This design comes from an exercise in tuning for small area, a short achievable clock period and few clock cycles on the open sky130 flow, not from production work. Only simulation tests tie the RTL to the original design; equivalence was not proved.

## design/flow/flow/run.sh

```bash
#!/bin/bash
set -euo pipefail
bash standard.sh SETUP_SLACK_MARGIN=6.2 "BUFFER_PORTS_ARGS=-buffer_cell sky130_fd_sc_hd__buf_1" finish > make_finish.log 2>&1
```

## design/flow/constraint.sdc

```tcl
create_clock -name core_clock -period 12.0 [get_ports {clk}]
set_input_delay 2.4000 -clock core_clock [delete_from_list [all_inputs] [get_ports {clk}]]
set_output_delay 2.4000 -clock core_clock [all_outputs]
set_load 0.01 [all_outputs]
```

## design/flow/config.mk

```make
export PLATFORM = sky130hd
export DESIGN_NAME = md_ctrl
export DESIGN_NICKNAME = md_ctrl
export VERILOG_FILES = /design/flow/design.v
export SDC_FILE = /design/flow/constraint.sdc
export NUM_CORES = 4
export LEC_CHECK = 0
export ABC_AREA = 1
export CAP_MARGIN = 20
export CORE_MARGIN = 2
export CORE_UTILIZATION = 40
export SETUP_SLACK_MARGIN = 5
export SLEW_MARGIN = 20
```

## design/flow/design.v

```verilog
package md_pkg;
   typedef enum logic [1:0] {
      MD_MULT  = 2'b00,
      MD_MULTU = 2'b01,
      MD_DIV   = 2'b10,
      MD_DIVU  = 2'b11
   } md_op_e;
endpackage
module md_div_step (
   input  logic [33:0] x_i,
   input  logic [31:0] b_i,
   input  logic        sgn_i,
   input  logic [3:0]  one_i,
   input  logic [3:0]  two_i,
   input  logic [3:0]  neg_i,
   input  logic        top1_i,
   input  logic        cin_i,
   output logic [41:0] sum_o
);
   localparam int W = 42;
   logic [32:0]  bx;
   logic [W-1:0] r0, r1, r2, r3, r4, r5;
   logic [W-1:0] s1a, c1a, s1b, c1b, s2, c2, s3, c3;
   logic [34:0]  pp [4];
   function automatic logic [W-1:0] maj(input logic [W-1:0] a, b, c);
      maj = (a & b) | (a & c) | (b & c);
   endfunction
   always_comb begin
      bx = {sgn_i & b_i[31], b_i};
      for (int i = 0; i < 4; i++)
         pp[i] = (({35{one_i[i]}} & {{2{bx[32]}}, bx}) | ({35{two_i[i]}} & {bx[32], bx, 1'b0}))
                 ^ {35{neg_i[i]}};
      r0 = '0;
      r0[32:0] = x_i[32:0];
      r0[33]   = x_i[33];
      r0[34]   = ~x_i[33];
      r0[35]   = 1'b1;
      r0[37]   = 1'b1;
      r0[39]   = 1'b1;
      r0[41]   = 1'b1;
      r1 = '0;  r1[0 +: 35] = {~pp[0][34], pp[0][33:0]};
      r2 = '0;  r2[2 +: 35] = {~pp[1][34], pp[1][33:0]};  r2[0] = neg_i[0];
      r3 = '0;  r3[4 +: 35] = {~pp[2][34], pp[2][33:0]};  r3[2] = neg_i[1];
      r4 = '0;  r4[6 +: 35] = {~pp[3][34], pp[3][33:0]};  r4[4] = neg_i[2];
      r5 = '0;
      if (top1_i) r5[8 +: 33] = bx;
      r5[6] = neg_i[3];
      r5[0] = cin_i;
      s1a = r0 ^ r1 ^ r2;     c1a = maj(r0, r1, r2) << 1;
      s1b = r3 ^ r4 ^ r5;     c1b = maj(r3, r4, r5) << 1;
      s2  = s1a ^ c1a ^ s1b;  c2  = maj(s1a, c1a, s1b) << 1;
      s3  = s2 ^ c2 ^ c1b;    c3  = maj(s2, c2, c1b) << 1;
      sum_o = s3 + c3;
   end
endmodule
import md_pkg::*;
module md_ctrl (
   input  logic        clk,
   input  logic        rst_n,
   input  logic        md_start,
   input  logic [1:0]  md_op,
   input  logic [31:0] md_a,
   input  logic [31:0] md_b,
   input  logic        md_flush,
   input  logic        md_rd_hi,
   input  logic        md_rd_lo,
   input  logic        md_wr_hi,
   input  logic        md_wr_lo,
   output logic        md_stall,
   output logic        md_busy,
   output logic        md_done,
   output logic [31:0] hi,
   output logic [31:0] lo
);
   logic        busy_q, done_q;
   logic        st_mul_q, st_nega_q, st_prep_q, st_div_q, st_corr_q, st_fixq_q, st_fixr_q;
   logic [4:0]  cnt_q;
   logic        sgn_q, sa_q, sb_q, hx_q;
   logic [3:0]  one_q, two_q, neg_q;
   logic        top1_q;
   logic [31:0] hi_q, lo_q, b_q;
   logic        accept, signed_op;
   assign accept    = !busy_q && md_start && !md_flush;
   assign signed_op = !md_op[0];
   function automatic logic [11:0] booth8(input logic [7:0] y8, input logic ym1);
      logic [8:0] y;
      y = {y8, ym1};
      for (int i = 0; i < 4; i++) begin
         booth8[i]     = y[2*i] ^ y[2*i+1];
         booth8[4 + i] = (y[2*i+2] & ~y[2*i+1] & ~y[2*i]) | (~y[2*i+2] & y[2*i+1] & y[2*i]);
         booth8[8 + i] = y[2*i+2] & ~(y[2*i+1] & y[2*i]);
      end
   endfunction
   function automatic logic [5:0] lzc32(input logic [31:0] x);
      lzc32 = 6'd32;
      for (int i = 0; i < 32; i++) if (x[i]) lzc32 = 31 - i;
   endfunction
   logic [33:0] dp_x;
   logic        dp_cin;
   logic [41:0] dp_sum;
   logic        last;
   assign last   = (cnt_q == 5'd0);
   assign dp_cin = st_nega_q | st_fixq_q | st_fixr_q;
   always_comb begin
      if (st_mul_q | st_corr_q)        dp_x = {hx_q, hx_q, hi_q};
      else if (st_div_q)               dp_x = {hx_q, hi_q, lo_q[31]};
      else if (st_nega_q | st_fixq_q)  dp_x = {2'b11, ~lo_q};
      else                             dp_x = {~hx_q, ~hx_q, ~hi_q};
   end
   md_div_step u_step (
      .x_i    (dp_x),
      .b_i    (b_q),
      .sgn_i  (sgn_q),
      .one_i  (one_q),
      .two_i  (two_q),
      .neg_i  (neg_q),
      .top1_i (top1_q),
      .cin_i  (dp_cin),
      .sum_o  (dp_sum)
   );
   logic q;
   assign q = !dp_sum[41];
   logic [5:0]  lza, lzb, lza_q, lzb_q;
   logic [6:0]  sdiff;
   logic [5:0]  s;                   
   logic [5:0]  t;
   logic [31:0] rot, mask;
   logic        dvz, qneg;
   assign lza   = (signed_op && md_a[31]) ? lzc32(~md_a) - 6'd1 : lzc32(md_a);
   assign lzb   = lzc32((signed_op && md_b[31]) ? ~md_b : md_b);
   assign sdiff = {1'b0, lzb_q} - {1'b0, lza_q} + 7'd1;
   logic        div_zero;
   assign div_zero = md_op[1] && (lzb < lza);
   always_comb begin
      if (lzb_q == 6'd32)                 s = 6'd32;
      else if (sdiff[6] || sdiff == 7'd0) s = 6'd0;
      else                                s = sdiff[5:0];
   end
   assign t     = 6'd32 - s;
   assign dvz   = (b_q == 32'd0);
   assign qneg  = (sa_q ^ sb_q) && !dvz;
   always_comb begin
      rot = lo_q;
      for (int k = 0; k < 5; k++)
         if (t[k]) rot = (rot << (1 << k)) | (rot >> (32 - (1 << k)));
   end
   assign mask = t[5] ? 32'd0 : (32'hFFFF_FFFF << t[4:0]);
   always_ff @(posedge clk or negedge rst_n) begin
      if (!rst_n) begin
         busy_q    <= 1'b0;
         done_q    <= 1'b0;
         st_mul_q  <= 1'b0;
         st_nega_q <= 1'b0;
         st_prep_q <= 1'b0;
         st_div_q  <= 1'b0;
         st_corr_q <= 1'b0;
         st_fixq_q <= 1'b0;
         st_fixr_q <= 1'b0;
         cnt_q     <= 5'd0;
         hi_q      <= 32'd0;
         lo_q      <= 32'd0;
      end else begin
         done_q <= 1'b0;
         if (!busy_q) begin
            if (accept && div_zero) begin
               done_q    <= 1'b1;
               hi_q      <= md_a;
               lo_q      <= 32'd0;
            end else if (accept) begin
               busy_q    <= 1'b1;
               st_mul_q  <= !md_op[1];
               st_nega_q <= md_op[1] && signed_op && md_a[31];
               st_prep_q <= md_op[1] && !(signed_op && md_a[31]);
               cnt_q     <= 5'd3;
               hi_q      <= 32'd0;
               lo_q      <= md_a;
            end else if (!md_flush && !md_start) begin
               if (md_wr_hi) hi_q <= md_a;
               if (md_wr_lo) lo_q <= md_a;
            end
         end else if (st_mul_q) begin
            hi_q  <= dp_sum[39:8];
            lo_q  <= {dp_sum[7:0], lo_q[31:8]};
            cnt_q <= cnt_q - 5'd1;
            if (last) begin
               st_mul_q <= 1'b0;
               busy_q   <= 1'b0;
               done_q   <= 1'b1;
            end
         end else if (st_nega_q) begin
            lo_q      <= dp_sum[31:0];
            st_nega_q <= 1'b0;
            st_prep_q <= 1'b1;
         end else if (st_prep_q) begin
            st_prep_q <= 1'b0;
            hi_q      <= rot & ~mask;
            lo_q      <= rot & mask;
            cnt_q     <= ~t[4:0];
            if (!t[5]) begin
               st_div_q <= 1'b1;
            end else if (sa_q) begin
               st_fixr_q <= 1'b1;
            end else begin
               busy_q <= 1'b0;
               done_q <= 1'b1;
            end
         end else if (st_div_q) begin
            hi_q  <= dp_sum[31:0];
            lo_q  <= {lo_q[30:0], q};
            cnt_q <= cnt_q - 5'd1;
            if (last) begin
               st_div_q <= 1'b0;
               if (!q && !sa_q) begin
                  st_corr_q <= 1'b1;
               end else if (qneg) begin
                  st_fixq_q <= 1'b1;
               end else if (sa_q) begin
                  st_fixr_q <= 1'b1;
               end else begin
                  busy_q <= 1'b0;
                  done_q <= 1'b1;
               end
            end
         end else if (st_corr_q) begin
            hi_q      <= dp_sum[31:0];
            st_corr_q <= 1'b0;
            if (qneg) begin
               st_fixq_q <= 1'b1;
            end else begin
               busy_q <= 1'b0;
               done_q <= 1'b1;
            end
         end else if (st_fixq_q) begin
            lo_q      <= dp_sum[31:0];
            st_fixq_q <= 1'b0;
            if (sa_q) begin
               st_fixr_q <= 1'b1;
            end else begin
               busy_q <= 1'b0;
               done_q <= 1'b1;
            end
         end else begin
            hi_q      <= dp_sum[31:0];
            st_fixr_q <= 1'b0;
            busy_q    <= 1'b0;
            done_q    <= 1'b1;
         end
      end
   end
   always_ff @(posedge clk) begin
      if (accept) begin
         b_q   <= md_b;
         lza_q <= lza;
         lzb_q <= lzb;
         sgn_q <= signed_op;
         sa_q  <= signed_op && md_a[31];
         sb_q  <= signed_op && md_b[31];
      end
      if (accept | st_prep_q)        hx_q <= 1'b0;
      else if (st_mul_q)             hx_q <= dp_sum[40];
      else if (st_div_q | st_corr_q) hx_q <= dp_sum[32];
      if (accept) begin
         {neg_q, two_q, one_q} <= md_op[1] ? 12'd0 : booth8(md_a[7:0], 1'b0);
         top1_q                <= 1'b0;
      end else if (st_mul_q) begin
         {neg_q, two_q, one_q} <= booth8(lo_q[15:8], lo_q[7]);
         top1_q                <= (cnt_q == 5'd1) && !sgn_q && lo_q[15];
      end else if (st_prep_q) begin
         {neg_q, two_q, one_q} <= !t[5] ? {3'd0, ~sb_q, 4'd0, 4'd1} : 12'd0;
         top1_q                <= 1'b0;
      end else if (st_div_q) begin
         {neg_q, two_q, one_q} <= '0;
         if (!last) begin
            one_q[0] <= 1'b1;
            neg_q[0] <= q ^ sb_q;
         end else if (!q && !sa_q) begin
            one_q[0] <= 1'b1;
            neg_q[0] <= sb_q;
         end else if (!qneg && !q) begin
            one_q[0] <= 1'b1;
            neg_q[0] <= ~sb_q;
         end
      end else if (st_corr_q) begin
         {neg_q, two_q, one_q} <= '0;
      end else if (st_fixq_q) begin
         {neg_q, two_q, one_q} <= '0;
         one_q[0] <= hx_q;
         neg_q[0] <= hx_q & ~sb_q;
      end
   end
   assign md_busy  = busy_q;
   assign md_done  = done_q;
   assign hi       = hi_q;
   assign lo       = lo_q;
   assign md_stall = busy_q && (md_start || md_rd_hi || md_rd_lo || md_wr_hi || md_wr_lo);
endmodule
```

## design/flow/standard.sh

```bash
#!/bin/bash
# synth_recipe.tcl (not shown) runs the flow's synth.tcl, then flattens the netlist and writes it again
# the make line also repeats each setting of config.mk as NAME=value (left out here)
make -C /OpenROAD-flow-scripts/flow DESIGN_CONFIG=/design/flow/config.mk WORK_HOME=/design/flow/orfs CLKGATE_MAP_FILE= SYNTH_SCRIPT=/design/flow/synth_recipe.tcl "${@:-finish}"
```

==> out/metrics.yaml, run 1 <==
synth_cell_type_count: 65
synthFlopType: "dfrtp_1"
grt_max_degree: 58
finalHoldViolCount: 0
drv_slew: 0
syn_inst: 3028
ant_nets: 0
clock-root-buffer: "clkbuf_16"
final_cells: 3869
dieHeight_um: 233
drive_gt1_share_pct: 13.3
min_period_ns: 5.99
clk_latency_ns: 0.50
path_clk_slew_ns: 0.08
synthArstFlopShare_pct: 56.1
path_common_cell: "o21ai_2"
ys_ff_latch: 139
cp.required_ns: 12.39
yosysWarnings: 3
clock-sinks: 139
worstPathMaxFanout: 6
grtUsageTotal_pct: 38.7
tns_ns: 0
setup_viol: 0
cts_hold_buf: 0
viasPerCell: 6.02
cts_tree: "yes"
hpwlAfterDp_um: 81600
rsz0062_at_grt: "true"
grtUsageMet3_pct: 9.59
drt_iter0_drc: 2610
synth_seq_area_share_pct: 17.9
syn-num-nets: 3318
fin_crit_sh_pct: 49.9
grt_pass1_wl_um: 151000
holdWs_ns: 0.513
met1_usage_pct: 49.9
hold_path.class: "reg2reg"
slowest_delay_ns: 0.49
dr.pass1.iters: 6
area_growth_pct: 18.3
cts_made_buffers: 17
drcViolationCount: 0
end_kind: "register"
antenna_found_initial: 1
cts_buffer_depth: 2
post_drt_wl_per_cell_um: 27.4
max_freq_mhz: 167
crit_type: "reg2reg"
final.setup_skew_ns: 0.0160
grt-ovfl-total: 0
dp.cells: 3742
grt_pass1_vias: 22100
initial_core_util_pct: 40.7
cp_slowest_cell: "fa_1"
r2r_setup_slack_ns: 6.01
gr-max-usage-layer: "met2"
ioPinCount: 141
layout.nets: 3463
portBuffers: 140
start_kind: "register"
num_vias: 23300
die_w_um: 233
placementRows: 83
cp_data_arrival_time_ns: 6.38
die_area_um2: 54300
routed_wl_um: 106000
drv_cap: 0
status: "timing/DRC/antenna clean"
slew_headroom_pct: 26.4
use_met2_pct: 59.5
htreeDepth: 4
worstMarginPinSlew_ns: 1.10
syn_area_um2: 21000
avgSynthCellArea_um2: 6.93
core-area_um2: 51600
synth-edff-count: 59
gp_congestion: 1.02
[area by class of cell]
class	count	area [µm²]
Antenna cell	3	7.51
Timing Repair inverter	4	27.5
Clock buffer	17	425
Clock inverter	15	173
Sequential cell	139	3770
Inverter	482	1840
Tap cell	680	851
Fill cell	5369	26800
Multi-Input combinational cell	2260	15800
Timing Repair Buffer	269	1920
[synth_stat cells (29+ instances only)]
cell type	number	share of area [%]
nor2_1	291	5.2
nand3_1	69	1.6
nand2_1	597	11
xor2_1	183	7.6
ha_1	83	4.9
o22ai_1	150	4.5
a21oi_1	192	4.6
clkbuf_1	103	1.8
dfrtp_1	78	9.3
inv_1	471	8.4
fa_1	133	13
mux2i_1	50	2.4
edfxtp_1	59	8.4
o21ai_0	203	4.8
a31oi_1	29	0.86
o211ai_1	32	1.1
[critical path: cells and delay by family, from the launching register on]
family | cells | cell delay [ns]
compound gates | 15 | 2.35
fa+ha+maj | 5 | 1.83
simple gates | 5 | 0.43
xor+xnor | 1 | 0.31
buf+inv | 4 | 0.52
flops | 1 | 0.43
[flip-flops by register name, indices dropped and copies added, names as in the netlist, 4 cells and up]
name	count
b_q	32
hi_q	32
lo_q	32
lza_q	6
lzb_q	6
cnt_q	5
neg_q	4
one_q	4
two_q	4
[placed cells by master, fill, tap and decap left out, types with 32 or more instances in the layout]
master    count
a21oi_1     144
a21oi_2      54
buf_1       131
buf_4        99
dfrtp_1      73
edfxtp_1     59
fa_1        131
ha_1         72
inv_1       453
mux2i_1      50
nand2_1     545
nand3_1      60
nor2_1      284
o211ai_1     32
o21ai_0     191
o22ai_1     147
xor2_1      178
[routing by layer]
metal  vias to the layer above  part of all wire [%]
met3                       292                   9.7
li1                      10300                     -
met4                         0                   6.4
met5                         -                     0
met2                      1319                    44
met1                     11400                    40
[cell families (layout without fill, tap and decap cells)]
logic type / Yosys count / in the layout / share of synthesized area [%]
AO/OA/AOI/OAI: 745 / 745 / 21.2
adder cells (fa/ha/maj): 216 / 216 / 17.6
multiplexers: 51 / 51 / 2.44
flip-flops: 139 / 139 / 17.9
other: 0 / 3 / 0
XOR/XNOR: 206 / 206 / 8.59
buffers and inverters: 635 / 787 / 12.3
AND/OR/NAND/NOR: 1036 / 1042 / 19.9
[final timing paths]
| path | start | end | cells past startpoint |
|---|---|---|---|
| max in group asynchronous | rst_n | st_div_q | 2 |
| worst min-delay path | top1_q | top1_q | 2 |
| worst max-delay path | st_nega_q | lo_q[30] | 30 |
| worst max register to register | st_nega_q | lo_q[30] | 30 |
| worst min register to register | top1_q | top1_q | 2 |
| min in group asynchronous | rst_n | lo_q[30] | 1 |
[through the flow]
stage	cell area, µm²	worst slack [ns]	utilization, %
detailed placement	22000	4.58	42.7
finish	24800	6.01	48.1
global route	24800	5.71	48.1
floorplan	21000	6.20	-
CTS	24200	6.03	46.9
global placement	22000	4.54	42.6
[repair_timing]
action                                  4_1_cts  5_1_grt
pin swaps                                    63       59
buffers inserted                             60       13
endpoints found under the setup margin       79       79
gates resized for setup                     198      128
cloned                                       17        2
Testbench counts, summed over its fixed seeds: cycles 28,761.
==> inputs of run 2 (changes only) <==
--- a/design/flow/design.v
+++ b/design/flow/design.v
@@ -102,9 +102,10 @@
    assign last   = (cnt_q == 5'd0);
    assign dp_cin = st_nega_q | st_fixq_q | st_fixr_q;
+   logic        xs_a_q, xs_c_q;
    always_comb begin
-      if (st_mul_q | st_corr_q)        dp_x = {hx_q, hx_q, hi_q};
-      else if (st_div_q)               dp_x = {hx_q, hi_q, lo_q[31]};
-      else if (st_nega_q | st_fixq_q)  dp_x = {2'b11, ~lo_q};
-      else                             dp_x = {~hx_q, ~hx_q, ~hi_q};
+      if (xs_a_q)        dp_x = {hx_q, hx_q, hi_q};
+      else if (xs_c_q)   dp_x = {2'b11, ~lo_q};
+      else if (st_div_q) dp_x = {hx_q, hi_q, lo_q[31]};
+      else               dp_x = {~hx_q, ~hx_q, ~hi_q};
    end
    md_div_step u_step (
@@ -148,4 +149,17 @@
    always_ff @(posedge clk or negedge rst_n) begin
       if (!rst_n) begin
+         xs_a_q <= 1'b0;
+         xs_c_q <= 1'b0;
+      end else begin
+         xs_a_q <= (!busy_q && accept && !div_zero && !md_op[1])
+                 | (st_mul_q && !last)
+                 | (st_div_q && last && !q && !sa_q);
+         xs_c_q <= (!busy_q && accept && !div_zero && md_op[1] && signed_op && md_a[31])
+                 | (st_div_q && last && (q || sa_q) && qneg)
+                 | (st_corr_q && qneg);
+      end
+   end
+   always_ff @(posedge clk or negedge rst_n) begin
+      if (!rst_n) begin
          busy_q    <= 1'b0;
          done_q    <= 1'b0;
==> out/metrics.yaml, run 2 <==
hold_depth: 2
final_common_cell: "nand2_1"
start_kind: "register"
ys_ff_latch: 141
initial_core_util_pct: 40.4
yosysTopAreaCell: "fa_1"
final_cells: 3889
reg.largest.list: "b_q x32, hi_q x32, lo_q x32"
placementRows: 83
core-area_um2: 51300
crit_type: "reg2reg"
portBuffers: 140
grt-ovfl-total: 0
num_vias: 23700
path_clk_slew_ns: 0.07
hpwlAfterDp_um: 77600
status: "timing/DRC/antenna clean"
drcViolationCount: 0
reg2reg_depth: 27
dr.pass1.iters: 6
finalHoldViolCount: 0
cp.required_ns: 12.39
die_w_um: 232
grtUsageTotal_pct: 38.5
drive_gt1_share_pct: 13.3
syn_area_um2: 20700
syn_inst: 3042
cts_tree: "yes"
cts_made_buffers: 17
synth_top_area_share_pct: 12.8
slew_headroom_pct: 26.4
cts_hold_buf: 0
antenna_found_initial: 2
ant_nets: 0
drt_iter0_drc: 2904
yosysWarnings: 3
clock-sinks: 141
cts_buffer_depth: 2
synth_seq_area_share_pct: 18.4
syn-num-nets: 3332
synth_area_leaders: "fa_1 13%, nand2_1 10%, dfrtp_1 9.7%"
final.setup_skew_ns: 0.0124
layout.nets: 3485
worstMarginPinSlew_ns: 1.10
synthArstFlopShare_pct: 56.7
die_area_um2: 53700
synthFlopType: "dfrtp_1"
synth_cell_type_count: 59
hold_path.class: "reg2reg"
setup_viol: 0
avgSynthCellArea_um2: 6.81
yosysMostFrequentCell: "nand2_1"
end_kind: "register"
routed_wl_um: 106000
drv_cap: 0
gp_congestion: 1.03
max_freq_mhz: 171
tns_ns: 0
drv_slew: 0
dp.cells: 3755
grt_max_degree: 67
rsz0062_at_grt: "true"
min_period_ns: 5.84
fin_crit_sh_pct: 48.6
viasPerCell: 6.09
r2r_setup_slack_ns: 6.16
ioPinCount: 141
holdWs_ns: 0.493
clock-root-buffer: "clkbuf_16"
htreeDepth: 4
layout_common_cells: "525 x nand2_1, 468 x inv_1, 268 x nor2_1"
clk_latency_ns: 0.51
ys_top_cells_by_count: "571 x nand2_1, 496 x inv_1, 273 x nor2_1, 255 x o21ai_0, 206 x a21oi_1"
dieHeight_um: 232
cp_data_arrival_time_ns: 6.22
area_growth_pct: 20.3
synth-edff-count: 59
grt_pass1_wl_um: 151000
grt_pass1_vias: 22100
post_drt_wl_per_cell_um: 27.3
worstPathMaxFanout: 7
==> run 2: worst paths after layout <==
check / end / start
min in group asynchronous: hi_q[19] / rst_n
worst min register to register: cnt_q[4] / cnt_q[4]
max in group asynchronous: lo_q[7] / rst_n
worst min-delay path: cnt_q[4] / cnt_q[4]
worst max-delay path: lo_q[29] / lo_q[12]
worst max register to register: lo_q[29] / lo_q[12]
==> run 2: what timing repair did <==
action,CTS,global route
endpoints found under the setup margin,81,81
pin swaps,18,55
gates cloned,12,13
gates resized for setup,129,221
setup buffers,23,53
==> run 2: area by class of cell <==
class | count | area [µm²]
antenna | 1 | 2.50
clock buffer | 18 | 439
clock inverter | 14 | 149
fill | 5218 | 26400
inverter | 514 | 2000
multi-input combinational | 2237 | 15400
sequential | 141 | 3820
tap | 680 | 851
timing repair buffer | 282 | 2250
timing repair inverter | 2 | 15.0
==> run 2: cell families (layout without fill, tap and decap cells) <==
group / Yosys count / count (layout) / share of synthesized area (%)
fa+ha+maj: 216 / 216 / 17.9
mux: 8 / 8 / 0.392
compound gates: 814 / 814 / 22.9
xor+xnor: 205 / 205 / 8.81
simple gates: 990 / 994 / 19.3
buf+inv: 668 / 830 / 12.4
other cells: 0 / 1 / 0
flops: 141 / 141 / 18.4
==> run 2: metrics by stage <==
stage                     setup WS [ns]  instance area, µm²  utilization, %
after global placement             5.10               21800            42.6
after detailed placement           5.02               21800            42.6
after global routing               6.03               24900            48.6
final                              6.16               24900            48.6
after floorplan                    6.29               20700               -
after CTS                          6.15               23400            45.6
==> run 2: worst max-delay path, cell delays in order, from the launching register on <==
cell,delay [ns]
dfrtp_2,0.54
inv_1,0.39
o22ai_1,0.17
nor2_1,0.21
fa_1,0.44
inv_1,0.08
fa_1,0.41
inv_1,0.08
fa_1,0.41
ha_2,0.36
a21oi_1,0.19
o21ai_2,0.08
a21o_1,0.20
nand2_1,0.10
nand2_2,0.07
nand2_2,0.07
nand2_2,0.07
a21boi_2,0.19
o21ai_2,0.10
nand2_1,0.09
nand2_2,0.09
buf_4,0.16
xnor2_2,0.35
o22ai_1,0.13
o211ai_1,0.18
o211ai_1,0.27
a21oi_4,0.22
nor2_1,0.06
==> run 2: per-layer routing <==
metal | track usage, % | share of wire, % | up-vias | wire length (µm)
met4 | 19.0 | 6.0 | 0 | 6390
met2 | 59.1 | 43 | 1515 | 46200
met3 | 9.84 | 11 | 322 | 12000
met5 | 0 | 0 | - | 0
met1 | 50.4 | 39 | 11500 | 41600
li1 | - | - | 10400 | -
Testbench counts of run 2, summed over its fixed seeds: cycles 28,761.
==> inputs of run 3 (changes only) <==
--- a/design/flow/design.v
+++ b/design/flow/design.v
@@ -131,6 +131,4 @@
    assign lzb   = lzc32((signed_op && md_b[31]) ? ~md_b : md_b);
    assign sdiff = {1'b0, lzb_q} - {1'b0, lza_q} + 7'd1;
-   logic        div_zero;
-   assign div_zero = md_op[1] && (lzb < lza);
    always_comb begin
       if (lzb_q == 6'd32)                 s = 6'd32;
@@ -152,8 +150,8 @@
          xs_c_q <= 1'b0;
       end else begin
-         xs_a_q <= (!busy_q && accept && !div_zero && !md_op[1])
+         xs_a_q <= (!busy_q && accept && !md_op[1])
                  | (st_mul_q && !last)
                  | (st_div_q && last && !q && !sa_q);
-         xs_c_q <= (!busy_q && accept && !div_zero && md_op[1] && signed_op && md_a[31])
+         xs_c_q <= (!busy_q && accept && md_op[1] && signed_op && md_a[31])
                  | (st_div_q && last && (q || sa_q) && qneg)
                  | (st_corr_q && qneg);
@@ -177,9 +175,5 @@
          done_q <= 1'b0;
          if (!busy_q) begin
-            if (accept && div_zero) begin
-               done_q    <= 1'b1;
-               hi_q      <= md_a;
-               lo_q      <= 32'd0;
-            end else if (accept) begin
+            if (accept) begin
                busy_q    <= 1'b1;
                st_mul_q  <= !md_op[1];
==> out/metrics.yaml, run 3 <==
worstMarginPinSlew_ns: 1.12
status: "timing/DRC/antenna clean"
avgSynthCellArea_um2: 6.76
hpwlAfterDp_um: 80600
syn-num-nets: 3422
drv_cap: 0
path_clk_slew_ns: 0.07
htreeDepth: 4
cts_tree: "yes"
placementRows: 84
viasPerCell: 6.01
cts_made_buffers: 17
grtUsageTotal_pct: 37.8
hold_start: "top1_q"
clk_latency_ns: 0.49
end_kind: "register"
synthArstFlopShare_pct: 56.7
r2r-start: "b_q[3]"
grt_pass1_vias: 22100
die_area_um2: 54900
max_freq_mhz: 176
gp_congestion: 0.999
min_period_ns: 5.68
final_common_cell: "nand2_1"
drcViolationCount: 0
area_growth_pct: 10.8
fin_crit_sh_pct: 47.4
initial_core_util_pct: 40.4
final.setup_skew_ns: 0.0130
syn_area_um2: 21200
synth_top_area_share_pct: 12.6
ioPinCount: 141
die_w_um: 234
yosysMostFrequentCell: "nand2_1"
post_drt_wl_per_cell_um: 26.5
dieHeight_um: 234
routed_wl_um: 104000
finalHoldViolCount: 0
cts_buffer_depth: 2
drive_gt1_share_pct: 6.60
cp_data_arrival_time_ns: 6.05
antenna_found_initial: 1
cts_hold_buf: 0
synthFlopType: "dfrtp_1"
synth_seq_area_share_pct: 18.0
synth-edff-count: 59
drv_slew: 0
core-area_um2: 52400
r2r_setup_slack_ns: 6.32
cp.required_ns: 12.37
clock-sinks: 141
drt_iter0_drc: 2735
ys_ff_latch: 141
hold_path.class: "reg2reg"
ys_top_cells_by_count: "625 x nand2_1, 455 x inv_1, 278 x nor2_1, 202 x a21oi_1, 185 x xor2_1"
ant_nets: 0
yosysTopAreaCell: "fa_1"
portBuffers: 140
layout_common_cells: "620 x nand2_1, 452 x inv_1, 269 x nor2_1"
rsz0062_at_grt: "true"
reg.largest.list: "b_q x32, hi_q x32, lo_q x32"
layout.nets: 3498
yosysWarnings: 3
grt_pass1_wl_um: 150000
startpoint: "b_q[3]"
start_kind: "register"
grt_max_degree: 71
tns_ns: 0
slew_headroom_pct: 24.8
worstPathMaxFanout: 8
syn_inst: 3137
synth_cell_type_count: 62
fin_util_pct: 44.8
grt-ovfl-total: 0
crit_type: "reg2reg"
synth_area_leaders: "fa_1 13%, nand2_1 11%, dfrtp_1 9.4%"
dr.pass1.iters: 9
setup_viol: 0
num_vias: 23500
clock-root-buffer: "clkbuf_16"
run 3: cell types whose count changed after synthesis, sizes merged, moves of 13 or more:
cell and change:
a221oi +34, inv -44, o21bai +15, o21ai -63, o211ai +26, nand3 +114
o2111ai -15, clkinv +17, a31oi -18, or2 +13, nand2 +54
run 3: repair_timing:
item                       4_1_cts  5_1_grt
setup endpoints to repair       57       51
resized for setup               31       54
setup buffers                   10       17
pin swaps                        2        3
gates cloned                     2        4
run 3: metrics by stage:
stage	instances	cell area, µm²	setup WS, ns	hold WS [ns]
3_3_place_gp	3849	22300	5.14	0.462
2_1_floorplan	3137	21200	6.76	0.490
5_1_grt	3914	23500	6.14	0.511
3_5_place_dp	3849	22300	5.00	0.470
4_1_cts	3893	23100	6.17	0.481
6_report	3916	23500	6.32	0.475
run 3: final timing paths:
path	endpoint	cells after the start
setup / recovery	hi_q[13]	22
hold / removal	top1_q	2
setup reg to reg	hi_q[13]	22
hold reg to reg	top1_q	2
max in group asynchronous	xs_a_q	2
min in group asynchronous	lo_q[1]	1
run 3: cells by family after synthesis:
logic type | share of synthesized area, %
compound gates | 21.6
xor+xnor | 8.35
fa+ha+maj | 17.2
buf+inv | 11.7
flops | 18.0
mux | 0.148
simple gates | 23.0
run 3: area by class of cell:
type / count / area, µm²
Tap cell: 688 / 861
Sequential cell: 141 / 3820
Fill cell: 5497 / 29000
Clock inverter: 14 / 148
Antenna cell: 2 / 5.00
Timing Repair inverter: 4 / 22.5
Inverter: 487 / 1880
Multi-Input combinational cell: 2350 / 15200
Timing Repair Buffer: 212 / 1140
Clock buffer: 18 / 429
run 3: worst max-delay path, stage by stage, from the launching register on:
cell and delay, ns:
edfxtp_1 0.60, clkinvlp_4 0.30, buf_4 0.20, o22ai_1 0.16
xor2_1 0.10, fa_1 0.52, inv_1 0.06, fa_1 0.50
fa_1 0.50, inv_1 0.05, ha_1 0.34, a21oi_1 0.17
o21ai_0 0.14, nand2_1 0.08, nand2_1 0.07, nand2_1 0.06
o211ai_1 0.09, a21oi_2 0.18, xor2_1 0.73, o21ai_0 0.29
o21bai_1 0.26, nand2_1 0.07, a21oi_1 0.07
run 3: routing by layer:
layer  global-route usage (%)  routed length, µm  part of all wire, %
met1                     48.7              41200                   40
met2                     58.1              46400                   45
met3                     8.03               9550                  9.2
met4                     22.2               6560                  6.3
met5                        0                  9               0.0087
Testbench counts of run 3, summed over its fixed seeds: cycles 28,931.
==> inputs of run 4 (changes only) <==
--- a/design/flow/config.mk
+++ b/design/flow/config.mk
@@ -7,7 +7,8 @@
 export LEC_CHECK = 0
 export ABC_AREA = 1
-export CAP_MARGIN = 20
+export CAP_MARGIN = 5
 export CORE_MARGIN = 2
 export CORE_UTILIZATION = 40
+export CTS_BUF_LIST = sky130_fd_sc_hd__clkbuf_8
 export SETUP_SLACK_MARGIN = 5
-export SLEW_MARGIN = 20
+export SLEW_MARGIN = 5
==> out/metrics.yaml, run 4 <==
placementRows: 84
gp_congestion: 0.999
routed_wl_um: 105000
grtUsageTotal_pct: 37.6
drv_slew: 0
cts_hold_buf: 0
initial_core_util_pct: 40.4
end_kind: "register"
multi_input_area_um2: 15200
reg.largest.list: "b_q x32, hi_q x32, lo_q x32"
ys_top_cells_by_count: "625 x nand2_1, 455 x inv_1, 278 x nor2_1, 202 x a21oi_1, 185 x xor2_1"
worstPathMaxFanout: 35
hold_path.class: "reg2reg"
max_freq_mhz: 177
die_w_um: 234
yosysTopAreaCell: "fa_1"
grt_max_degree: 71
drcViolationCount: 0
portBuffers: 140
synth_area_leaders: "fa_1 13%, nand2_1 11%, dfrtp_1 9.4%"
timing.rr.end: "lo_q[16]"
synthArstFlopShare_pct: 56.7
synth_seq_area_share_pct: 18.0
syn_area_um2: 21200
min_period_ns: 5.64
yosysWarnings: 3
worstMarginPinSlew_ns: 1.27
r2r-start: "st_div_q"
grt_pass1_vias: 22000
final-seq-area_um2: 3820
crit_type: "reg2reg"
area_growth_pct: 10.6
die_area_um2: 54900
drt_iter0_drc: 2764
final.setup_skew_ns: 0.0216
cp_data_arrival_time_ns: 6.09
synth_top_area_share_pct: 12.6
post-place-ws_ns: 5.00
antenna_found_initial: 1
num_vias: 23700
met2WireLength_um: 46700
ant_nets: 0
fillers: 5498
reg2reg_depth: 23
core-area_um2: 52400
ioPinCount: 141
hpwlAfterDp_um: 80600
hold_start: "top1_q"
routed.top_layer: "met4"
setup_ws_ns: 6.36
synth-edff-count: 59
clk_latency_ns: 0.57
viasPerCell: 6.03
cts_made_buffers: 17
final_common_cell: "nand2_1"
grt-ovfl-total: 0
ys_ff_latch: 141
clock-sinks: 141
met3WireLength_um: 9510
rsz0062_at_grt: "true"
cp.required_ns: 12.45
syn_inst: 3137
synth_cell_type_count: 62
hold_depth: 2
slew_headroom_pct: 14.8
htreeDepth: 4
avgSynthCellArea_um2: 6.76
clock-root-buffer: "clkbuf_8"
hold_end: "top1_q"
tns_ns: 0
finalHoldViolCount: 0
fin_util_pct: 44.7
wl_met1_um: 41600
status: "timing/DRC/antenna clean"
cts_tree: "yes"
post_drt_wl_per_cell_um: 26.6
synthFlopType: "dfrtp_1"
yosysMostFrequentCell: "nand2_1"
layout_common_cells: "619 x nand2_1, 454 x inv_1, 270 x nor2_1"
drv_cap: 0
dr.pass1.iters: 7
setup_viol: 0
grt_pass1_wl_um: 149000
cts_buffer_depth: 2
path_clk_slew_ns: 0.10
syn-num-nets: 3422
r2r_setup_slack_ns: 6.36
drive_gt1_share_pct: 7.16
layout.nets: 3510
fin_crit_sh_pct: 47.0
dieHeight_um: 234
start_kind: "register"
-- run 4: changes by cell type in the layout (fill, tap and decap cells not counted), moves of 3 or more --
cell	change
clkbuf_8	+17
clkbuf_16	-15
a221oi_2	+5
a221oi_1	-3
buf_4	+3
buf_6	+3
clkinvlp_4	-3
-- run 4: per-layer routing --
layer	vias to the layer above	global-route usage, %
met5	-	0
met3	267	8.00
met2	1314	58.1
met4	0	21.7
li1	10600	-
met1	11500	48.6
-- run 4: kinds of logic after synthesis --
| group | share of synthesized area [%] |
|---|---|
| buffers and inverters | 11.7 |
| XOR/XNOR | 8.35 |
| AO/OA/AOI/OAI | 21.6 |
| multiplexers | 0.148 |
| AND/OR/NAND/NOR | 23.0 |
| adder cells (fa/ha/maj) | 17.2 |
| flip-flops | 18.0 |
-- run 4: area by class of cell --
type	count	area share (%)
diodes	2	0.0213
clock buffers	17	0.997
clock inverters	15	0.645
inverters	487	7.97
multi-input cells	2351	64.9
flip-flops and latches	141	16.3
well taps	688	3.67
repair buffers	222	5.44
repair inverters	5	0.117
-- run 4: worst max-delay path by stage --
| stage | start | to | slack (ns) |
|---|---|---|---|
| detailed placement | xs_a_q | lo_q[26] | 5.00 |
| finish | st_div_q | lo_q[16] | 6.36 |
| CTS | st_div_q | lo_q[26] | 6.16 |
| floorplan | md_flush | neg_q[2] | 6.76 |
| global route | st_div_q | hi_q[31] | 6.08 |
| global placement | xs_a_q | lo_q[28] | 5.14 |
-- run 4: stage by stage --
stage                     std cells  hold slack [ns]  instance area, µm²
after floorplan                3137            0.490               21200
after global placement         3849            0.462               22300
final                          3928            0.477               23500
after CTS                      3893            0.484               22900
after detailed placement       3849            0.470               22300
after global routing           3927            0.515               23500
-- run 4: critical path, stage by stage, from the launching register on --
cell and delay (ns):
dfrtp_2 0.54, buf_12 0.18, clkbuf_16 0.20, nand2_1 0.07
o21ai_0 0.08, o221ai_1 0.24, fa_1 0.50, fa_1 0.50
inv_1 0.05, ha_1 0.27, ha_1 0.23, fa_1 0.47
nand3_1 0.11, nand2_1 0.21, nand2_1 0.12, nand2_1 0.08
a31oi_1 0.24, o21ai_1 0.18, a31oi_2 0.24, xor2_1 0.50
inv_1 0.13, o21ai_0 0.17, o21bai_1 0.13, a21oi_1 0.08
-- run 4: what timing repair did --
action	in CTS	in global routing
setup buffers	10	25
gates cloned	2	8
endpoints found under the setup margin	58	51
pin swaps	1	10
resized for setup	23	70
==> inputs of run 5 (changes only) <==
==> design/flow/flow/run.sh (replaced) <==
#!/bin/bash
set -euo pipefail
bash standard.sh SETUP_SLACK_MARGIN=6.5 "BUFFER_PORTS_ARGS=-buffer_cell sky130_fd_sc_hd__buf_1" finish > make_finish.log 2>&1
--- a/design/flow/config.mk
+++ b/design/flow/config.mk
@@ -7,8 +7,7 @@
 export LEC_CHECK = 0
 export ABC_AREA = 1
-export CAP_MARGIN = 5
+export CAP_MARGIN = 20
 export CORE_MARGIN = 2
 export CORE_UTILIZATION = 40
-export CTS_BUF_LIST = sky130_fd_sc_hd__clkbuf_8
 export SETUP_SLACK_MARGIN = 5
-export SLEW_MARGIN = 5
+export SLEW_MARGIN = 20
==> out/metrics.yaml, run 5 <==
ant_nets: 0
avgSynthCellArea_um2: 6.76
fillers: 5412
area_growth_pct: 14.7
gp_congestion: 0.999
grt_pass1_vias: 22200
drcViolationCount: 0
core-area_um2: 52400
dr.pass1.iters: 6
clock-root-buffer: "clkbuf_16"
clk_latency_ns: 0.49
post_drt_wl_per_cell_um: 26.8
grtUsageTotal_pct: 37.8
synth_seq_area_share_pct: 18.0
synth-edff-count: 59
placementRows: 84
end_kind: "register"
synth_cell_type_count: 62
slowest_delay_ns: 0.46
antenna_found_initial: 2
portBuffers: 140
cp.required_ns: 12.35
drt_iter0_drc: 2877
layout_common_cells: "609 x nand2_1, 447 x inv_1, 260 x nor2_1"
cp.depth: 23
die_w_um: 234
ys_top_cells_by_count: "625 x nand2_1, 455 x inv_1, 278 x nor2_1, 202 x a21oi_1, 185 x xor2_1"
startpoint: "xs_a_q"
r2r_setup_slack_ns: 6.50
rsz0062_at_grt: "true"
hpwlAfterDp_um: 80600
synth_area_leaders: "fa_1 13%, nand2_1 11%, dfrtp_1 9.4%"
fin_crit_sh_pct: 45.8
crit_type: "reg2reg"
timing.rr.end: "hx_q"
drive_gt1_share_pct: 9.89
viasPerCell: 6.05
reg.largest.list: "b_q x32, hi_q x32, lo_q x32"
tns_ns: 0
yosysWarnings: 3
drv_slew: 0
cp_slowest_cell: "dfrtp_4"
yosysMostFrequentCell: "nand2_1"
grt_pass1_wl_um: 150000
ioPinCount: 141
ys_ff_latch: 141
grt_max_degree: 69
status: "timing/DRC/antenna clean"
die_area_um2: 54900
reg2reg_depth: 23
final_common_cell: "nand2_1"
r2r-start: "xs_a_q"
routed_wl_um: 105000
htreeDepth: 4
syn-num-nets: 3422
synthArstFlopShare_pct: 56.7
path_clk_slew_ns: 0.07
finalHoldViolCount: 0
worstMarginPinSlew_ns: 1.25
hold_path.class: "reg2reg"
grt-ovfl-total: 0
synthFlopType: "dfrtp_1"
start_kind: "register"
final_cells: 3935
layout.nets: 3518
critical-path-top-delay-family: "adder cells"
cts_buffer_depth: 2
worst-path-buf-inv: 4
cp_data_arrival_time_ns: 5.85
worstPathMaxFanout: 14
max_freq_mhz: 182
final.setup_skew_ns: 0.0138
slew_headroom_pct: 16.4
yosysTopAreaCell: "fa_1"
setup_viol: 0
syn_inst: 3137
synth_top_area_share_pct: 12.6
endpoint: "hx_q"
initial_core_util_pct: 40.4
syn_area_um2: 21200
post-place-ws_ns: 5.00
drv_cap: 0
clock-sinks: 141
dieHeight_um: 234
setup_ws_ns: 6.50
path_common_cell: "fa_1"
critical_path.cell_chain: "clkinvlp_4 -> buf_4 -> nand2_4 -> o22ai_1 -> nor2_2 -> fa_1 -> inv_1 -> fa_1 -> inv_1 -> fa_1 -> ha_1 -> nand2_1 -> o21ai_0 -> nor2_2 -> o21ai_2 -> a21oi_2 -> o21ai_2 -> a21o_1 -> a21oi_2 -> xor2_1 -> o21ai_0 -> nand3_1 -> a31oi_1"
cts_tree: "yes"
num_vias: 23800
min_period_ns: 5.50
dp.cells: 3849
cts_made_buffers: 17
-- run 5: stage by stage --
stage / area (µm²) / utilization (%) / hold slack, ns
floorplan: 21200 / - / 0.490
global placement: 22300 / 42.5 / 0.462
detailed placement: 22300 / 42.5 / 0.470
CTS: 23300 / 44.5 / 0.481
global route: 24300 / 46.4 / 0.511
finish: 24300 / 46.4 / 0.479
-- run 5: kinds of logic after synthesis --
family,after synthesis,share of synthesized area (%)
adders and majority gates,211,17.2
xor gates and xnor gates,198,8.35
DFF,141,18.0
muxes,3,0.148
AOI/OAI and AO/OA,759,21.6
buffers and inverters,647,11.7
and+or+nand+nor,1178,23.0
-- run 5: timing repair --
action / CTS / global route
pin swaps: 3 / 53
buffers inserted: 17 / 29
hold buffers: 0 / 0
cloned: 3 / 4
gates resized for setup: 73 / 151
endpoints found under the setup margin: 71 / 68
-- run 5: worst min path at each step --
stage / from / to / slack [ns] / cells after the start
finish: top1_q / top1_q / 0.48 / 2
global route: top1_q / top1_q / 0.51 / 2
CTS: top1_q / top1_q / 0.48 / 2
detailed placement: top1_q / top1_q / 0.47 / 2
global placement: top1_q / top1_q / 0.46 / 2
floorplan: st_fixr_q / st_fixr_q / 0.49 / 2
-- run 5: layout make-up --
cell class | count | area [µm²] | share of cell area [%]
repair inverters | 1 | 7.51 | 0.0309
flip-flops and latches | 141 | 3820 | 15.7
diodes | 1 | 2.50 | 0.0103
repair buffers | 234 | 1470 | 6.05
multi-input cells | 2351 | 15700 | 64.5
clock inverters | 14 | 148 | 0.607
clock buffers | 18 | 429 | 1.76
inverters | 487 | 1900 | 7.82
well taps | 688 | 861 | 3.54
-- run 5: layer usage --
metal  vias to the layer above  routed length (µm)  track usage (%)
li1                      10600                   -                -
met1                     11500               41800             48.6
met2                      1341               47200             58.7
met3                       299                9170             7.78
met4                         2                7280             22.2
met5                         -                  13                0
-- run 5: worst reg2reg max path, stage by stage (launching register included) --
cell and delay, ns:
dfrtp_4 0.46, clkinvlp_4 0.16, buf_4 0.19, nand2_4 0.18
o22ai_1 0.11, nor2_2 0.28, fa_1 0.47, inv_1 0.08
fa_1 0.41, inv_1 0.09, fa_1 0.45, ha_1 0.40
nand2_1 0.23, o21ai_0 0.15, nor2_2 0.16, o21ai_2 0.10
a21oi_2 0.15, o21ai_2 0.10, a21o_1 0.23, a21oi_2 0.19
xor2_1 0.45, o21ai_0 0.14, nand3_1 0.11, a31oi_1 0.06
==> inputs of run 6 (changes only) <==
==> design/flow/flow/run.sh (replaced) <==
#!/bin/bash
set -euo pipefail
bash standard.sh SETUP_SLACK_MARGIN=6.0 "BUFFER_PORTS_ARGS=-buffer_cell sky130_fd_sc_hd__buf_1" finish > make_finish.log 2>&1
==> out/metrics.yaml, run 6 <==
final_cells: 3902
cts_tree: "yes"
cp_data_arrival_time_ns: 6.14
placed_area_um2: 22300
drcViolationCount: 0
yosysTopAreaCell: "fa_1"
grtUsageTotal_pct: 37.7
antenna_cells: 0
syn-num-nets: 3422
routed_wl_um: 104000
area_growth_pct: 9.82
grt_pass1_vias: 22000
r2r-start: "neg_q[0]"
post_drt_wl_per_cell_um: 26.5
path_clk_slew_ns: 0.08
max_freq_mhz: 173
post-place-ws_ns: 5.00
slowest_delay_ns: 0.51
hold_start: "top1_q"
gp_congestion: 0.999
reg2reg_depth: 23
slew_headroom_pct: 14.6
clock-sinks: 141
clk_latency_ns: 0.49
finalHoldViolCount: 0
syn_area_um2: 21200
synth-edff-count: 59
critical-path-top-delay-family: "adder cells"
worstPathMaxFanout: 20
drv_cap: 0
viasPerCell: 6.05
fin_crit_sh_pct: 48.2
startpoint: "neg_q[0]"
core-area_um2: 52400
clock-root-buffer: "clkbuf_16"
hpwlAfterDp_um: 80600
synthArstFlopShare_pct: 56.7
cp_slowest_cell: "fa_1"
drv_slew: 0
dp.cells: 3849
end_kind: "register"
synth_area_leaders: "fa_1 13%, nand2_1 11%, dfrtp_1 9.4%"
setup_viol: 0
path_common_cell: "nand2_1"
worst-path-buf-inv: 5
drt_iter0_drc: 2666
yosysWarnings: 3
synth_top_area_share_pct: 12.6
ant_nets: 0
grt-ovfl-total: 0
stdcell_area_um2: 23300
portBuffers: 140
final_common_cell: "nand2_1"
antenna_found_initial: 1
ioPinCount: 141
reg.largest.list: "b_q x32, hi_q x32, lo_q x32"
htreeDepth: 4
syn_inst: 3137
placementRows: 84
synth_cell_type_count: 62
hold_path.class: "reg2reg"
dieHeight_um: 234
cts_buffer_depth: 2
worstMarginPinSlew_ns: 1.27
drive_gt1_share_pct: 5.69
die_w_um: 234
layout_common_cells: "622 x nand2_1, 452 x inv_1, 271 x nor2_1"
ys_top_cells_by_count: "625 x nand2_1, 455 x inv_1, 278 x nor2_1, 202 x a21oi_1, 185 x xor2_1"
yosysMostFrequentCell: "nand2_1"
hold_end: "top1_q"
final.setup_skew_ns: 0.0146
timing.rr.end: "busy_q"
grt_pass1_wl_um: 149000
crit_type: "reg2reg"
avgSynthCellArea_um2: 6.76
r2r_setup_slack_ns: 6.22
die_area_um2: 54900
initial_core_util_pct: 40.4
dr.pass1.iters: 9
ys_ff_latch: 141
critical_path.cell_chain: "buf_4 -> inv_2 -> xor2_2 -> inv_1 -> fa_1 -> inv_1 -> fa_1 -> inv_1 -> fa_1 -> ha_1 -> nand2_1 -> nor2_1 -> nand2_1 -> nor3_1 -> nand4_1 -> nand2_1 -> nand2_1 -> nand2_1 -> nand2_1 -> o311ai_2 -> nand2_1 -> nand2_1 -> a21oi_1"
cp.required_ns: 12.36
synth_seq_area_share_pct: 18.0
setup_ws_ns: 6.22
num_vias: 23600
synthFlopType: "dfrtp_1"
min_period_ns: 5.78
grt_max_degree: 71
status: "timing/DRC/antenna clean"
layout.nets: 3486
rsz0062_at_grt: "false"
cts_hold_buf: 0
cts_made_buffers: 17
hold_depth: 2
tns_ns: 0
start_kind: "register"
run 6: cell counts after synthesis:
Identical to the previous run, type by type.
run 6: tightest hold or removal path, stage by stage, from the launching register on:
cell	delay, ns
dfxtp_1	0.31
nand2_1	0.06
a21oi_1	0.05
run 6: how the worst max path moves through the flow:
stage | endpoint | slack, ns | depth (start not counted)
after floorplan | neg_q[2] | 6.76 | 5
after global placement | lo_q[28] | 5.14 | 26
after detailed placement | lo_q[26] | 5.00 | 25
after CTS | lo_q[26] | 5.98 | 26
after global routing | hi_q[31] | 6.00 | 27
final | busy_q | 6.22 | 23
run 6: per-stage QoR:
step           hold slack, ns  utilization [%]
2_1_floorplan           0.490                -
3_3_place_gp            0.462             42.5
3_5_place_dp            0.470             42.5
4_1_cts                 0.481             43.8
5_1_grt                 0.511             44.4
6_report                0.473             44.4
run 6: area by class of cell:
type / count / area [µm²]
flip-flops and latches: 141 / 3820
repair inverters: 2 / 12.5
inverters: 487 / 1870
repair buffers: 202 / 1030
multi-input cells: 2350 / 15100
fillers: 5513 / 29200
well taps: 688 / 861
clock buffers: 18 / 429
clock inverters: 14 / 148
run 6: repair_timing:
action	4_1_cts	5_1_grt
endpoints found under the setup margin	53	53
gates cloned	2	2
pin swaps	1	2
hold endpoints to repair	0	0
gates resized for setup	12	46
buffers inserted	3	14
run 6: routing by layer:
layer	vias up	routed length, µm	track usage (%)
met2	1301	46100	58.0
met1	11500	41800	48.7
met3	246	9010	7.83
met5	-	13	0
met4	2	6590	22.2
li1	10600	-	-
run 6: cell families after synthesis:
logic type                 count (synthesis)  synth area share [%]
AOI/OAI and AO/OA                        759                  21.6
xor gates and xnor gates                 198                  8.35
adders and majority gates                211                  17.2
buffers and inverters                    647                  11.7
DFF                                      141                  18.0
muxes                                      3                 0.148
and+or+nand+nor                         1178                  23.0

-- separate check: timing with driven ports --
Ports are ideal in the flow. The routed layouts listed here were re-timed in OpenROAD.
Step 1, drivers: a clkbuf_16 drives clk and a buf_2 each remaining input, both assumed.
Step 2 also shifts input and output timing later by t, the mid clock arrival at the registers, as if the neighbouring blocks saw the same clock.
Three values: ideal, step 1, step 2; two values: the first two.
| run | t, ns | setup slack, ns | hold slack, ns | pins driven straight from the clock port |
|---|---|---|---|---|
| run 1 | 0.552 | 6.014 / 6.014 / 5.567 | 0.513 / 0.513 / 0.513 | 1 |
| run 2 | 0.557 | 6.163 / 6.163 / 5.772 | 0.493 / 0.493 / 0.493 | 1 |
| run 3 | 0.552 | 6.316 / 6.316 / 5.957 | 0.475 / 0.475 / 0.475 | 1 |
| run 4 | 0.621 | 6.359 / 6.359 / 5.984 | 0.477 / 0.477 / 0.477 | 1 |
| run 5 | 0.543 | 6.501 / 6.501 / 6.205 | 0.479 / 0.479 / 0.479 | 1 |
| run 6 | 0.550 | 6.221 / 6.221 / 5.952 | 0.473 / 0.473 / 0.473 | 1 |
After both steps every run listed still meets setup and hold. The setup slack of run 1, which loses most, moves by 0.000 ns with the drivers and by -0.447 ns with both steps.
